Background: an optimization exercise with open tools, aiming at small area, a short achievable clock period and few clock cycles. Do not read the settings as production practice. RTL that was checked went through simulation tests only; none was proved equivalent to the original.

## echoPortalTop
module echoPortalTop (
  input  logic                  CLK,
  input  logic                  RST_N,
  input  logic                  sinkBeat,
  input  logic [32-1:0] sinkData,
  input  logic                  sinkLast,
  output logic                  sinkReady,
  input  logic                  sourceBeat,
  output logic                  sourceValid,
  output logic [32-1:0] sourceData,
  output logic                  sourceLast,
  output logic                  badPortal
);
==> module echoPortalTop, before the edit <==
module echoPortalTop (
  input  logic                  CLK,
  input  logic                  RST_N,
  input  logic                  sinkBeat,
  input  logic [32-1:0] sinkData,
  input  logic                  sinkLast,
  output logic                  sinkReady,
  input  logic                  sourceBeat,
  output logic                  sourceValid,
  output logic [32-1:0] sourceData,
  output logic                  sourceLast,
  output logic                  badPortal
);
  localparam int D = 4;    
  localparam int M = 3;    
  localparam logic [1:0] C_ECHO = 2'd0, C_SWAP = 2'd1, C_SUM = 2'd2, C_ERR = 2'd3;
  localparam int SEG = 8;                   
  localparam int NS  = 32 / SEG;     
  logic          inHdr;      
  logic          pend;       
  logic [2:0]    cnt;        
  logic          curBad;     
  logic [1:0]    curCls;     
  logic [1:0]    hdrCls;
  logic          taken, keepSt, commit, endEv, push;
  logic [2:0]    pushK;
  logic [32-1:0] mem [D];
  logic [D-1:0]  wrOH;       
  logic [D-1:0]  wrSel;      
  logic [D-1:0]  rdOH;       
  logic [D-1:0]  occT;       
  logic          pop;
  logic [1:0]    mCls [M];
  logic [2:0]    mK   [M];
  logic [M-1:0]  mWrOH, mRdOH;
  logic [M-1:0]  mOccT;      
  logic          mPop, qPush;
  always_comb begin
    case (sinkData[23:16])
      8'h00: hdrCls = C_ECHO;
      8'h01: hdrCls = C_SWAP;
      8'h02:  hdrCls = C_SUM;
      default:      hdrCls = C_ERR;
    endcase
  end
  assign taken  = sinkBeat && sinkReady;
  assign keepSt = !inHdr && !cnt[2] && !curBad && (curCls != C_ERR);
  assign commit = taken && keepSt;
  assign endEv  = pend || (taken && sinkLast && !inHdr);
  assign push   = endEv && !curBad;
  assign pushK  = (inHdr || curCls == C_ERR) ? 3'd0 : (cnt[2] ? 3'd4 : cnt + 3'd1);
  always_ff @(posedge CLK) begin
    if (!RST_N) begin
      inHdr     <= 1'b1;
      pend      <= 1'b0;
      cnt       <= '0;
      curBad    <= 1'b0;
      curCls    <= C_ECHO;
      badPortal <= 1'b0;
    end else begin
      badPortal <= endEv && curBad;
      pend      <= taken && sinkLast && inHdr;
      if (taken) begin
        inHdr <= sinkLast;
        if (inHdr) begin
          curBad <= (sinkData[15:0] != 16'h0005);
          curCls <= hdrCls;
          cnt    <= '0;
        end else if (!cnt[2]) begin
          cnt <= cnt + 3'd1;
        end
      end
    end
  end
  always_ff @(posedge CLK) begin
    for (int i = 0; i < D; i++)
      if (wrSel[i]) mem[i] <= sinkData;
  end
  always_ff @(posedge CLK) begin
    for (int i = 0; i < M; i++)
      if (qPush && mWrOH[i]) begin
        mCls[i] <= curCls;
        mK[i]   <= pushK;
      end
  end
  logic [D-1:0] occTNext, wrOHNext;
  logic         fullNext, nextKeep, mRoom0, mRoom1, pendGood;
  always_comb begin
    case ({commit, pop})
      2'b10:   occTNext = {occT[D-2:0], 1'b1};
      2'b01:   occTNext = {1'b0, occT[D-1:1]};
      default: occTNext = occT;
    endcase
    wrOHNext = commit ? {wrOH[D-2:0], wrOH[D-1]} : wrOH;
    fullNext = !pop && (occT[D-1] || (occT[D-2] && commit));
    nextKeep = taken ? (!sinkLast && (inHdr || (keepSt && cnt < 3'd3))) : keepSt;
    pendGood = pend && !curBad;
    mRoom0   = pendGood ? !mOccT[M-2] : !mOccT[M-1];
    mRoom1   = pendGood ? !mOccT[M-3] : !mOccT[M-2];
  end
  always_ff @(posedge CLK) begin
    if (!RST_N) begin
      occT      <= '0;
      wrOH      <= D'(1);
      wrSel     <= D'(1);
      rdOH      <= D'(1);
      mOccT     <= '0;
      mWrOH     <= M'(1);
      mRdOH     <= M'(1);
      sinkReady <= 1'b1;
    end else begin
      occT  <= occTNext;
      wrOH  <= wrOHNext;
      wrSel <= fullNext ? '0 : wrOHNext;
      if (pop)   rdOH  <= {rdOH[D-2:0], rdOH[D-1]};
      if (qPush) mWrOH <= {mWrOH[M-2:0], mWrOH[M-1]};
      if (mPop)  mRdOH <= {mRdOH[M-2:0], mRdOH[M-1]};
      case ({qPush, mPop})
        2'b10:   mOccT <= {mOccT[M-2:0], 1'b1};
        2'b01:   mOccT <= {1'b0, mOccT[M-1:1]};
        default: mOccT <= mOccT;
      endcase
      sinkReady <= ((taken && sinkLast) ? mRoom1 : mRoom0) && !(fullNext && nextKeep);
    end
  end
  logic [2:0]            oRem;      
  logic                  oSwap, oSumPend;
  logic [32-1:0] acc;
  logic [NS-1:0]         accCy;     
  logic [32-1:0] accNext, cyVec, sumFold;
  logic [NS-1:0]         accCyNext;
  logic                  adv, idleOut, load;
  logic [32-1:0] head;
  logic [1:0]            qCls, hCls;
  logic [2:0]            qK, hK;
  always_comb begin
    accCyNext = '0;
    cyVec     = '0;
    for (int j = 0; j < NS; j++) begin
      logic [SEG:0] t;
      t = {1'b0, acc[j*SEG +: SEG]} + {1'b0, head[j*SEG +: SEG]} + {{SEG{1'b0}}, (j > 0) && accCy[j]};
      accNext[j*SEG +: SEG] = t[SEG-1:0];
      if (j + 1 < NS) accCyNext[j+1] = t[SEG];
      if (j > 0) cyVec[j*SEG] = accCy[j];
    end
    sumFold = acc + cyVec;
  end
  always_comb begin
    head = '0;
    for (int i = 0; i < D; i++)
      head = head | (mem[i] & {32{rdOH[i]}});
    qCls = '0;
    qK   = '0;
    for (int i = 0; i < M; i++) begin
      qCls = qCls | (mCls[i] & {2{mRdOH[i]}});
      qK   = qK   | (mK[i]   & {3{mRdOH[i]}});
    end
  end
  assign adv     = !sourceValid || sourceBeat;
  assign idleOut = (oRem == 3'd0) && !oSumPend;
  assign hCls    = mOccT[0] ? qCls : curCls;
  assign hK      = mOccT[0] ? qK : pushK;
  assign load    = mOccT[0] || push;
  assign pop     = adv && (oRem != 3'd0);
  assign mPop    = adv && idleOut && mOccT[0];
  assign qPush   = push && !(adv && idleOut && !mOccT[0]);
  always_ff @(posedge CLK) begin
    if (!RST_N) begin
      sourceValid <= 1'b0;
      oRem        <= '0;
      oSumPend    <= 1'b0;
    end else if (adv) begin
      if (oRem != 3'd0) begin
        sourceValid <= 1'b1;
        oRem        <= oRem - 3'd1;
      end else if (oSumPend) begin
        sourceValid <= 1'b1;
        oSumPend    <= 1'b0;
      end else begin
        sourceValid <= load;
        oRem        <= load ? hK : 3'd0;
        oSumPend    <= load && (hCls == C_SUM);
      end
    end
  end
  always_ff @(posedge CLK) begin
    if (adv) begin
      if (oRem != 3'd0) begin
        sourceData <= oSwap ? {head[15:0], head[31:16]} : head;
        sourceLast <= (oRem == 3'd1) && !oSumPend;
        acc        <= accNext;
        accCy      <= accCyNext;
      end else if (oSumPend) begin
        sourceData <= sumFold;
        sourceLast <= 1'b1;
      end else begin
        sourceData <= {5'd0, hK + {2'd0, hCls == C_SUM},
                       (hCls == C_ERR) ? 8'hFF : {6'd0, hCls},
                       16'h0006};
        sourceLast <= (hK == 3'd0) && (hCls != C_SUM);
        oSwap      <= (hCls == C_SWAP);
        acc        <= '0;
        accCy      <= '0;
      end
    end
  end
endmodule
export LEC_CHECK = 0
export CAP_MARGIN = 20
export CORE_MARGIN = 2
export CORE_UTILIZATION = 40
export SETUP_SLACK_MARGIN = 5
export SLEW_MARGIN = 20
create_clock -name core_clock -period 8.5 [get_ports {CLK}]
standard.sh (not shown) runs the stock make flow with config.mk's settings and CLKGATE_MAP_FILE= SYNTH_SCRIPT=/design/flow/synth_recipe.tcl, a recipe that flattens the netlist after the stock synthesis.
==> flow/flow/run.sh <==
#!/bin/bash
# Standard layout, with faster port buffers and a tighter setup target for repair.
set -o pipefail
bash standard.sh SETUP_SLACK_MARGIN=5.6 "BUFFER_PORTS_ARGS=-buffer_cell sky130_fd_sc_hd__buf_2" finish > standard.log 2>&1
Testbench counts at the start, summed over its fixed seeds: cycles 7,470.
Then changed:
--- a/flow/design.v
+++ b/flow/design.v
@@ -31,10 +31,31 @@
 );
   localparam int D = 4;    
   localparam int M = 3;    
   localparam logic [1:0] C_ECHO = 2'd0, C_SWAP = 2'd1, C_SUM = 2'd2, C_ERR = 2'd3;
-  localparam int SEG = 8;                   
-  localparam int NS  = 32 / SEG;     
+  localparam int HALF = 32 / 2;
+  function automatic logic [HALF:0] addh(input logic [HALF-1:0] a,
+                                         input logic [HALF-1:0] b,
+                                         input logic            ci);
+    logic [HALF:0] g, p, gg, pp, ng, np;
+    g  = {a & b, ci};
+    p  = {a ^ b, 1'b0};
+    gg = g;
+    pp = p;
+    for (int s = 1; s <= HALF; s = s * 2) begin
+      ng = gg;
+      np = pp;
+      for (int i = 0; i <= HALF; i++) begin
+        if ((i / s) % 2 == 1) begin
+          ng[i] = gg[i] | (pp[i] & gg[(i / s) * s - 1]);
+          np[i] = pp[i] & pp[(i / s) * s - 1];
+        end
+      end
+      gg = ng;
+      pp = np;
+    end
+    addh = {gg[HALF], p[HALF:1] ^ gg[HALF-1:0]};
+  endfunction
   logic          inHdr;      
   logic          pend;       
   logic [2:0]    cnt;        
   logic          curBad;     
@@ -142,28 +163,15 @@
     end
   end
   logic [2:0]            oRem;      
   logic                  oSwap, oSumPend;
-  logic [32-1:0] acc;
-  logic [NS-1:0]         accCy;     
-  logic [32-1:0] accNext, cyVec, sumFold;
-  logic [NS-1:0]         accCyNext;
+  logic [HALF-1:0]       accLo, accHi;
+  logic                  accCy;     
+  logic [HALF:0]         sumLo, sumHi, incHi;
   logic                  adv, idleOut, load;
   logic [32-1:0] head;
   logic [1:0]            qCls, hCls;
   logic [2:0]            qK, hK;
-  always_comb begin
-    accCyNext = '0;
-    cyVec     = '0;
-    for (int j = 0; j < NS; j++) begin
-      logic [SEG:0] t;
-      t = {1'b0, acc[j*SEG +: SEG]} + {1'b0, head[j*SEG +: SEG]} + {{SEG{1'b0}}, (j > 0) && accCy[j]};
-      accNext[j*SEG +: SEG] = t[SEG-1:0];
-      if (j + 1 < NS) accCyNext[j+1] = t[SEG];
-      if (j > 0) cyVec[j*SEG] = accCy[j];
-    end
-    sumFold = acc + cyVec;
-  end
   always_comb begin
     head = '0;
     for (int i = 0; i < D; i++)
       head = head | (mem[i] & {32{rdOH[i]}});
@@ -181,8 +189,11 @@
   assign load    = mOccT[0] || push;
   assign pop     = adv && (oRem != 3'd0);
   assign mPop    = adv && idleOut && mOccT[0];
   assign qPush   = push && !(adv && idleOut && !mOccT[0]);
+  assign sumLo   = addh(accLo, head[HALF-1:0], 1'b0);
+  assign sumHi   = addh(accHi, head[32-1:HALF], accCy);
+  assign incHi   = addh(accHi, '0, accCy);
   always_ff @(posedge CLK) begin
     if (!RST_N) begin
       sourceValid <= 1'b0;
       oRem        <= '0;
@@ -205,21 +216,23 @@
     if (adv) begin
       if (oRem != 3'd0) begin
         sourceData <= oSwap ? {head[15:0], head[31:16]} : head;
         sourceLast <= (oRem == 3'd1) && !oSumPend;
-        acc        <= accNext;
-        accCy      <= accCyNext;
+        accLo      <= sumLo[HALF-1:0];
+        accCy      <= sumLo[HALF];
+        accHi      <= sumHi[HALF-1:0];
       end else if (oSumPend) begin
-        sourceData <= sumFold;
+        sourceData <= {incHi[HALF-1:0], accLo};
         sourceLast <= 1'b1;
       end else begin
         sourceData <= {5'd0, hK + {2'd0, hCls == C_SUM},
                        (hCls == C_ERR) ? 8'hFF : {6'd0, hCls},
                        16'h0006};
         sourceLast <= (hK == 3'd0) && (hCls != C_SUM);
         oSwap      <= (hCls == C_SWAP);
-        acc        <= '0;
-        accCy      <= '0;
+        accLo      <= '0;
+        accHi      <= '0;
+        accCy      <= 1'b0;
       end
     end
   end
 endmodule
Wire length drops by 7.1%.
Via count fell by 6.9%.
Final area barely changes.
Maximum frequency shrinks by 12%.
Core utilization grows by 1.7 points.
Sequential share of layout area fell by 0.34 points.
Cell count goes down by 3.3%.
Setup slack loses 0.38 ns.
Count of clock-buffer cells in the layout fell by 1.
Function not checked in the second run of this note: the RTL went through the layout flow alone.

[what the ideal ports hide]
No port has a modelled driver above. Below, the same layouts with a new extraction and two added sets of constraints. Step 1, drivers: a clkbuf_16 drives CLK and a buf_2 each remaining input, both assumed. Step 2 moves the port delays by t, midway between the first and last clock arrival at a register: inputs arrive t later, outputs are due t later. That takes back most of the time a late clock gives input paths. Three values: ideal ports, drivers, drivers and shift; two values: the first two.
| run | t (ns) | setup slack, ns | worst slew at a driven data input, ns |
|---|---|---|---|
| the first run | 0.589 | 5.715 / 5.668 / 5.187 | 0.09 |
| the second run | 0.572 | 5.332 / 5.332 / 5.160 | 0.05 |
After both steps setup and hold are still met in every run listed. For the first run, which loses most, drivers alone change the setup slack by -0.047 ns; drivers and shift together by -0.528 ns.
